This design comes from an exercise in tuning for small area on the open sky130 flow, not from production work. Where RTL was checked, it was by simulation tests only, not by an equivalence proof against the original. No activity file was given, so power comes from the tool's default toggle rates.

Design read_guard, start of the top module:
module read_guard (
  input  logic                   clk_i,
  input  logic                   rst_ni,
  input  logic                   ar_valid_i,
  input  logic                   ar_ready_i,
  input  read_guard_pkg::id_t    ar_id_i,
  input  read_guard_pkg::addr_t  ar_addr_i,
  input  read_guard_pkg::len_t   ar_len_i,
  input  logic                   r_valid_i,
  input  logic                   r_ready_i,
  input  read_guard_pkg::id_t    r_id_i,
  input  logic                   r_last_i,
  input  read_guard_pkg::cnt_t   budget_ar_i,
  input  read_guard_pkg::cnt_t   budget_first_i,
  input  read_guard_pkg::cnt_t   budget_stall_i,
  input  read_guard_pkg::cnt_t   budget_beat_i,
  input  logic                   reset_clear_i,
  output logic                   full_o,
  output logic                   reset_req_o,
  output logic                   irq_o,
  output read_guard_pkg::fault_e fault_cause_o,
  output read_guard_pkg::id_t    fault_id_o,
  output read_guard_pkg::addr_t  fault_addr_o,
  output read_guard_pkg::cnt_t   lat_first_o,
  output read_guard_pkg::cnt_t   lat_burst_o
);
  localparam int N = 4;
  logic [N-1:0] act_q, dat_q, nf_q;
  logic [16:0]  tmr_q [N];
  logic [16:0]  stl_q [N];
  logic [3:0]   id_q  [N];
  logic [31:0]  addr_q[N];
  logic [7:0]   len_q [N];
  logic [5:0]   old_q;
  logic [15:0]  ar_cnt_q;
  logic         vf_q, vb_q;
  logic [15:0]  lat_q;
  logic [N-1:0] match, sel, free, alloc, ev, stall_hit;
  logic         rsp_hit, accept, retire, unwanted;
  logic [N-1:0][N-1:0] older;   
  always_comb begin
    older = '0;
    older[0][1] =  old_q[0]; older[1][0] = !old_q[0];
    older[0][2] =  old_q[1]; older[2][0] = !old_q[1];
    older[0][3] =  old_q[2]; older[3][0] = !old_q[2];
    older[1][2] =  old_q[3]; older[2][1] = !old_q[3];
    older[1][3] =  old_q[4]; older[3][1] = !old_q[4];
    older[2][3] =  old_q[5]; older[3][2] = !old_q[5];
  end
  always_comb begin
    for (int i = 0; i < N; i++) begin
      match[i] = act_q[i] && (id_q[i] == r_id_i);
    end
  ...
Size: roughly 2,000 cells after synthesis, ~440 flip-flops, about 190 I/O pins, about 22,000 um2 of cells after synthesis.
clock: 10.0 ns
lec_check: 0
cap_margin: 5
core_margin: 2
core_utilization: 75
slew_margin: 5
standard.sh (not shown) runs the stock make flow with config.mk's settings and CLKGATE_MAP_FILE= SYNTH_SCRIPT=/design/flow/synth_recipe.tcl, a recipe that flattens the netlist after the stock synthesis.
==> flow/flow/run.sh <==
#!/bin/bash
# Standard ORFS layout with these changes: ABC maps the logic with an
# area-oriented script, port buffers use the smallest buffer cell, and clock
# tree synthesis uses larger sink clusters and no dummy loads. Each step's
# full output goes to its own log here.
set -euo pipefail
here=$(pwd)
export MY_ABC_SCRIPT=$here/flow/area.abc
export FLOW_SYNTH_TCL=$here/synth_recipe.tcl
export BUFFER_PORTS_ARGS="-buffer_cell sky130_fd_sc_hd__buf_1"
export CTS_ARGS="-sink_clustering_enable -repair_clock_nets -dont_use_dummy_load -sink_clustering_size 25 -sink_clustering_max_diameter 80 -buf_list {sky130_fd_sc_hd__clkbuf_8 sky130_fd_sc_hd__clkbuf_16}"
sed -e "s#SYNTH_SCRIPT=[^ ]*#SYNTH_SCRIPT=$here/flow/my_synth.tcl#" standard.sh > my_standard.sh
grep -q "SYNTH_SCRIPT=$here/flow/my_synth.tcl" my_standard.sh
for step in synth floorplan place cts route finish; do
  bash my_standard.sh $step > $step.log 2>&1
done
==> flow/flow/area.abc <==
strash
dch -f
amap
&get -n
&st
&dch -f
&nf -R 1000 -a
&put
mfs2
strash
dch -f
amap
&get -n
&st
&dch -f
&nf -R 1000 -a
&put
==> flow/flow/my_synth.tcl <==
# The standard flow's synthesis script, with ABC run on an area-oriented script
# (flow/area.abc) in place of ORFS's speed script. Everything else,
# including the synth -nofsm -noshare wrapper, flattening and renaming,
# comes unchanged from synth_recipe.tcl.
proc abc {args} {
  set i [lsearch -exact $args -script]
  if {$i >= 0} { lset args [expr {$i + 1}] $::env(MY_ABC_SCRIPT) }
  yosys abc {*}$args
}
source $::env(FLOW_SYNTH_TCL)
Change:
--- a/flow/design.v
+++ b/flow/design.v
@@ -229,11 +229,11 @@
       if (vf_q) lat_first_o <= lat_q;
       if (vb_q) lat_burst_o <= vf_q ? 16'd0 : lat_q;
     end
   end
   always_ff @(posedge clk_i) begin
     if (new_fault) begin
-      fault_id_o   <= tmr_fault ? tmr_id : r_id_i;
-      fault_addr_o <= tmr_fault ? tmr_addr : '0;
+      fault_id_o   <= (tmr_fault || !unwanted) ? tmr_id : r_id_i;
+      fault_addr_o <= tmr_addr;
     end
   end
 endmodule
Die area decreases by 0.73%.
Design area decreases by 0.64%.
Critical path depth stays the same.
Wire length decreases by about 1.6%.
Hold slack loses 7.3 ps.
Area after synthesis decreases by 0.75%.
Power decreases by about 0.8%.
Non-clock buffer count decreases by 16.
Flip-flop and latch count is unchanged.
Final cell count decreases by 2.8%.

* * *

## job 101
The RTL this note starts from:
==> flow/design.v <==
package read_guard_pkg;
  localparam int unsigned NumSlots     = 4;
  localparam int unsigned SlotIdxWidth = $clog2(NumSlots);
  localparam int unsigned IdWidth      = 4;
  localparam int unsigned AddrWidth    = 32;
  localparam int unsigned LenWidth     = 8;
  localparam int unsigned CntWidth     = 16;
  typedef logic [SlotIdxWidth-1:0] slot_idx_t;
  typedef logic [IdWidth-1:0]      id_t;
  typedef logic [AddrWidth-1:0]    addr_t;
  typedef logic [LenWidth-1:0]     len_t;
  typedef logic [CntWidth-1:0]     cnt_t;
  typedef enum logic [1:0] {
    PHASE_IDLE,
    PHASE_ADDR,
    PHASE_DATA
  } txn_phase_e;
  typedef enum logic [2:0] {
    FAULT_NONE,
    FAULT_AR_WAIT,
    FAULT_FIRST_DATA,
    FAULT_R_STALL,
    FAULT_BURST,
    FAULT_UNWANTED
  } fault_e;
endpackage
`timescale 1ns/10ps
module read_guard (
  input  logic                   clk_i,
  input  logic                   rst_ni,
  input  logic                   ar_valid_i,
  input  logic                   ar_ready_i,
  input  read_guard_pkg::id_t    ar_id_i,
  input  read_guard_pkg::addr_t  ar_addr_i,
  input  read_guard_pkg::len_t   ar_len_i,
  input  logic                   r_valid_i,
  input  logic                   r_ready_i,
  input  read_guard_pkg::id_t    r_id_i,
  input  logic                   r_last_i,
  input  read_guard_pkg::cnt_t   budget_ar_i,
  input  read_guard_pkg::cnt_t   budget_first_i,
  input  read_guard_pkg::cnt_t   budget_stall_i,
  input  read_guard_pkg::cnt_t   budget_beat_i,
  input  logic                   reset_clear_i,
  output logic                   full_o,
  output logic                   reset_req_o,
  output logic                   irq_o,
  output read_guard_pkg::fault_e fault_cause_o,
  output read_guard_pkg::id_t    fault_id_o,
  output read_guard_pkg::addr_t  fault_addr_o,
  output read_guard_pkg::cnt_t   lat_first_o,
  output read_guard_pkg::cnt_t   lat_burst_o
);
  localparam int N = 4;
  logic [N-1:0] act_q, dat_q, nf_q;
  logic [16:0]  tmr_q [N];
  logic [16:0]  stl_q [N];
  logic [3:0]   id_q  [N];
  logic [31:0]  addr_q[N];
  logic [7:0]   len_q [N];
  logic [5:0]   old_q;
  logic [15:0]  ar_cnt_q;
  logic         vf_q, vb_q;
  logic [15:0]  lat_q;
  logic [N-1:0] match, blocked, sel, free, alloc, ev, stall_hit;
  logic         rsp_hit, accept, retire, unwanted;
  logic [N-1:0][N-1:0] older;   
  always_comb begin
    older = '0;
    older[0][1] =  old_q[0]; older[1][0] = !old_q[0];
    older[0][2] =  old_q[1]; older[2][0] = !old_q[1];
    older[0][3] =  old_q[2]; older[3][0] = !old_q[2];
    older[1][2] =  old_q[3]; older[2][1] = !old_q[3];
    older[1][3] =  old_q[4]; older[3][1] = !old_q[4];
    older[2][3] =  old_q[5]; older[3][2] = !old_q[5];
  end
  always_comb begin
    for (int i = 0; i < N; i++) begin
      match[i] = act_q[i] && (id_q[i] == r_id_i);
    end
    for (int i = 0; i < N; i++) begin
      blocked[i] = 1'b0;
      for (int j = 0; j < N; j++) begin
        if (j != i && act_q[j] && (id_q[j] == id_q[i]) && older[j][i]) blocked[i] = 1'b1;
      end
      sel[i] = match[i] && !blocked[i];
    end
  end
  assign rsp_hit  = |match;
  assign unwanted = r_valid_i && !rsp_hit;
  assign retire   = r_valid_i && r_ready_i && r_last_i && rsp_hit;
  assign full_o   = &act_q;
  assign accept   = ar_valid_i && ar_ready_i && !full_o && !reset_req_o;
  always_comb begin
    for (int i = 0; i < N; i++) begin
      free[i]      = !act_q[i] || (retire && sel[i]);
      ev[i]        = r_valid_i && sel[i] && !dat_q[i];
      stall_hit[i] = r_valid_i && sel[i] && !r_ready_i;
    end
    alloc[0] = accept && free[0];
    alloc[1] = accept && !free[0] && free[1];
    alloc[2] = accept && !free[0] && !free[1] && free[2];
    alloc[3] = accept && !free[0] && !free[1] && !free[2] && free[3];
  end
  logic [15:0] s_tmr;
  logic [16:0] s_stl;
  logic [7:0]  s_len;
  logic        s_addr_ph;
  always_comb begin
    s_tmr = '0; s_stl = '0; s_len = '0; s_addr_ph = 1'b0;
    for (int i = 0; i < N; i++) begin
      if (sel[i]) begin
        s_tmr     = s_tmr | tmr_q[i][15:0];
        s_stl     = s_stl | stl_q[i];
        s_len     = s_len | len_q[i];
        s_addr_ph = s_addr_ph | !dat_q[i];
      end
    end
  end
  logic [8:0]  mplr;
  logic [16:0] prod;
  logic        prod_big, prod_nf;
  logic [16:0] stl_dec;
  logic [15:0] lat_d;
  assign mplr = {1'b0, s_len} + 9'd1;
  assign prod = {1'b0, budget_beat_i} * {8'd0, mplr};
  always_comb begin
    prod_big = 1'b0;
    for (int j = 2; j <= 9; j++) begin
      if ((|(mplr >> (j - 1))) && (|(budget_beat_i >> (17 - j)))) prod_big = 1'b1;
    end
  end
  assign prod_nf = prod_big || prod[16] || (&prod[15:0]);
  assign stl_dec = s_stl - 17'd1;
  assign lat_d   = (s_addr_ph ? budget_first_i : prod[15:0]) - s_tmr;
  always_ff @(posedge clk_i or negedge rst_ni) begin
    if (!rst_ni) begin
      act_q <= '0;
    end else begin
      for (int i = 0; i < N; i++) begin
        if (reset_req_o)                act_q[i] <= 1'b0;
        else if (alloc[i])              act_q[i] <= 1'b1;
        else if (retire && sel[i])      act_q[i] <= 1'b0;
      end
    end
  end
  always_ff @(posedge clk_i) begin
    for (int i = 0; i < N; i++) begin
      if (alloc[i]) begin
        dat_q[i]  <= 1'b0;
        tmr_q[i]  <= {1'b0, budget_first_i};
        stl_q[i]  <= {1'b0, budget_stall_i};
        id_q[i]   <= ar_id_i;
        addr_q[i] <= ar_addr_i;
        len_q[i]  <= ar_len_i;
      end else begin
        if (ev[i]) begin
          dat_q[i] <= 1'b1;
          tmr_q[i] <= {1'b0, prod[15:0]};
          nf_q[i]  <= prod_nf;
        end else begin
          tmr_q[i] <= tmr_q[i] - 17'd1;
        end
        if (stall_hit[i]) stl_q[i] <= stl_dec;
      end
    end
    if (alloc[0]) old_q[2:0] <= 3'b000;
    if (alloc[1]) begin old_q[0] <= 1'b1; old_q[4:3] <= 2'b00; end
    if (alloc[2]) begin old_q[1] <= 1'b1; old_q[3] <= 1'b1; old_q[5] <= 1'b0; end
    if (alloc[3]) begin old_q[2] <= 1'b1; old_q[4] <= 1'b1; old_q[5] <= 1'b1; end
    lat_q <= lat_d;
  end
  always_ff @(posedge clk_i or negedge rst_ni) begin
    if (!rst_ni) begin
      ar_cnt_q <= '0;
    end else if (reset_req_o || (ar_valid_i && ar_ready_i)) begin
      ar_cnt_q <= '0;
    end else if (ar_valid_i) begin
      ar_cnt_q <= ar_cnt_q + 1'b1;
    end
  end
  logic bf_max, bs_max;
  assign bf_max = &budget_first_i;
  assign bs_max = &budget_stall_i;
  logic                   tmr_fault;
  read_guard_pkg::fault_e tmr_cause;
  logic [3:0]             tmr_id;
  logic [31:0]            tmr_addr;
  always_comb begin
    tmr_fault = (ar_cnt_q > budget_ar_i);
    tmr_cause = tmr_fault ? read_guard_pkg::FAULT_AR_WAIT : read_guard_pkg::FAULT_NONE;
    tmr_id    = '0;
    tmr_addr  = '0;
    for (int i = N - 1; i >= 0; i--) begin
      if (act_q[i] && ((tmr_q[i][16] && (dat_q[i] ? !nf_q[i] : !bf_max)) ||
                       (stl_q[i][16] && !bs_max))) begin
        tmr_fault = 1'b1;
        tmr_id    = id_q[i];
        tmr_addr  = addr_q[i];
        if (!dat_q[i] && tmr_q[i][16] && !bf_max)
          tmr_cause = read_guard_pkg::FAULT_FIRST_DATA;
        else if (stl_q[i][16] && !bs_max)
          tmr_cause = read_guard_pkg::FAULT_R_STALL;
        else
          tmr_cause = read_guard_pkg::FAULT_BURST;
      end
    end
  end
  logic new_fault;
  assign new_fault = (tmr_fault || unwanted) && !reset_req_o;
  always_ff @(posedge clk_i or negedge rst_ni) begin
    if (!rst_ni) begin
      reset_req_o   <= 1'b0;
      irq_o         <= 1'b0;
      fault_cause_o <= read_guard_pkg::FAULT_NONE;
      lat_first_o   <= '0;
      lat_burst_o   <= '0;
      vf_q          <= 1'b0;
      vb_q          <= 1'b0;
    end else begin
      irq_o <= new_fault;
      if (new_fault) begin
        reset_req_o   <= 1'b1;
        fault_cause_o <= tmr_fault ? tmr_cause : read_guard_pkg::FAULT_UNWANTED;
      end else if (reset_clear_i) begin
        reset_req_o <= 1'b0;
      end
      vf_q <= !reset_req_o && |ev;
      vb_q <= !reset_req_o && retire;
      if (vf_q) lat_first_o <= lat_q;
      if (vb_q) lat_burst_o <= vf_q ? 16'd0 : lat_q;
    end
  end
  always_ff @(posedge clk_i) begin
    if (new_fault) begin
      fault_id_o   <= (tmr_fault || !unwanted) ? tmr_id : r_id_i;
      fault_addr_o <= tmr_addr;
    end
  end
endmodule
export LEC_CHECK = 0
export CAP_MARGIN = 5
export CORE_MARGIN = 2
export CORE_UTILIZATION = 75
export SLEW_MARGIN = 5
create_clock -name core_clock -period 10.0 [get_ports {clk_i}]
==> flow/flow/run.sh <==
#!/bin/bash
# Standard ORFS layout with these changes: ABC maps the logic, adders
# included, with an area-oriented script, port buffers use the smallest buffer cell, and clock
# tree synthesis uses larger sink clusters and no dummy loads. Each step's
# full output goes to its own log here.
set -euo pipefail
here=$(pwd)
export MY_ABC_SCRIPT=$here/flow/area.abc
export FLOW_SYNTH_TCL=$here/synth_recipe.tcl
export ADDER_MAP_FILE=
export BUFFER_PORTS_ARGS="-buffer_cell sky130_fd_sc_hd__buf_1"
export CTS_ARGS="-sink_clustering_enable -repair_clock_nets -dont_use_dummy_load -sink_clustering_size 25 -sink_clustering_max_diameter 80 -buf_list {sky130_fd_sc_hd__clkbuf_8 sky130_fd_sc_hd__clkbuf_16}"
sed -e "s#SYNTH_SCRIPT=[^ ]*#SYNTH_SCRIPT=$here/flow/my_synth.tcl#" standard.sh > my_standard.sh
grep -q "SYNTH_SCRIPT=$here/flow/my_synth.tcl" my_standard.sh
for step in synth floorplan place cts route finish; do
  bash my_standard.sh $step > $step.log 2>&1
done
Scripts as last shown in full above: flow/flow/area.abc, flow/flow/my_synth.tcl
--- input diff job 101..job 102 ---
diff --git a/flow/design.v b/flow/design.v
--- a/flow/design.v
+++ b/flow/design.v
@@ -63,5 +63,5 @@
   logic         vf_q, vb_q;
   logic [15:0]  lat_q;
-  logic [N-1:0] match, blocked, sel, free, alloc, ev, stall_hit;
+  logic [N-1:0] match, sel, free, alloc, ev, stall_hit;
   logic         rsp_hit, accept, retire, unwanted;
   logic [N-1:0][N-1:0] older;   
@@ -80,9 +80,8 @@
     end
     for (int i = 0; i < N; i++) begin
-      blocked[i] = 1'b0;
+      sel[i] = match[i];
       for (int j = 0; j < N; j++) begin
-        if (j != i && act_q[j] && (id_q[j] == id_q[i]) && older[j][i]) blocked[i] = 1'b1;
-      end
-      sel[i] = match[i] && !blocked[i];
+        if (j != i && match[j] && older[j][i]) sel[i] = 1'b0;
+      end
     end
   end
Notes after the runs:
Compared with job 101, job 102 improves die area.
From job 101 to job 102 the numbers moved as follows: number of tap cells added at floorplan now smaller; combinational power increased by about 9% relative to the old numbers.
Job 102 vs. job 101: share of the clock period used by the worst path after layout dropped 1.1 points; post-detailed-routing wire length dropped 0.80%; overall die height dropped 0.69%; power density over the cells climbed about 2.8%.
Post-place instance area in job 102 vs job 101: down 0.58%
In job 102 the number of nets in the synthesized netlist turned out 1.7% lower than in job 101.
Cmp job 102 vs job 101: proportion of power drawn by flip-flops and latches lower in job 102
Job 102 vs job 101 on final instance count without filler cells: job 102 is the lower one.
Function not checked in job 101: the RTL went through the layout flow alone.

[re-timing with driven ports]
In the flow no input, the clock included, has a driving cell. The finished layouts below were timed again as built, in two steps. Step 1: set_driving_cell puts a clkbuf_16 on clk_i and a buf_2 on each other input, an assumption about the parent block. Step 2 moves the port delays by t, midway between the first and last clock arrival at a register: inputs arrive t later, outputs are due t later. That takes back most of the time a late clock gives input paths. Slacks: ideal ports / drivers / drivers and shift; pairs: ideal ports / drivers.
run | shift t [ns] | setup WS [ns] | clock arrival spread, ns
the first run of note 1 | 0.586 | 0.387 / 0.400 / -0.186 | 0.050 / 0.051
the second run of note 1 | 0.584 | 0.506 / 0.488 / -0.096 | 0.042 / 0.042
job 101 | 0.572 | 0.418 / 0.421 / -0.151 | 0.070 / 0.070
job 102 | 0.582 | 0.523 / 0.509 / -0.073 | 0.040 / 0.040
With both steps, setup timing fails in every run listed, where it was met with ideal ports. The setup slack of the second run of note 1, which loses most, moves by -0.018 ns with the drivers and by -0.602 ns with both steps.
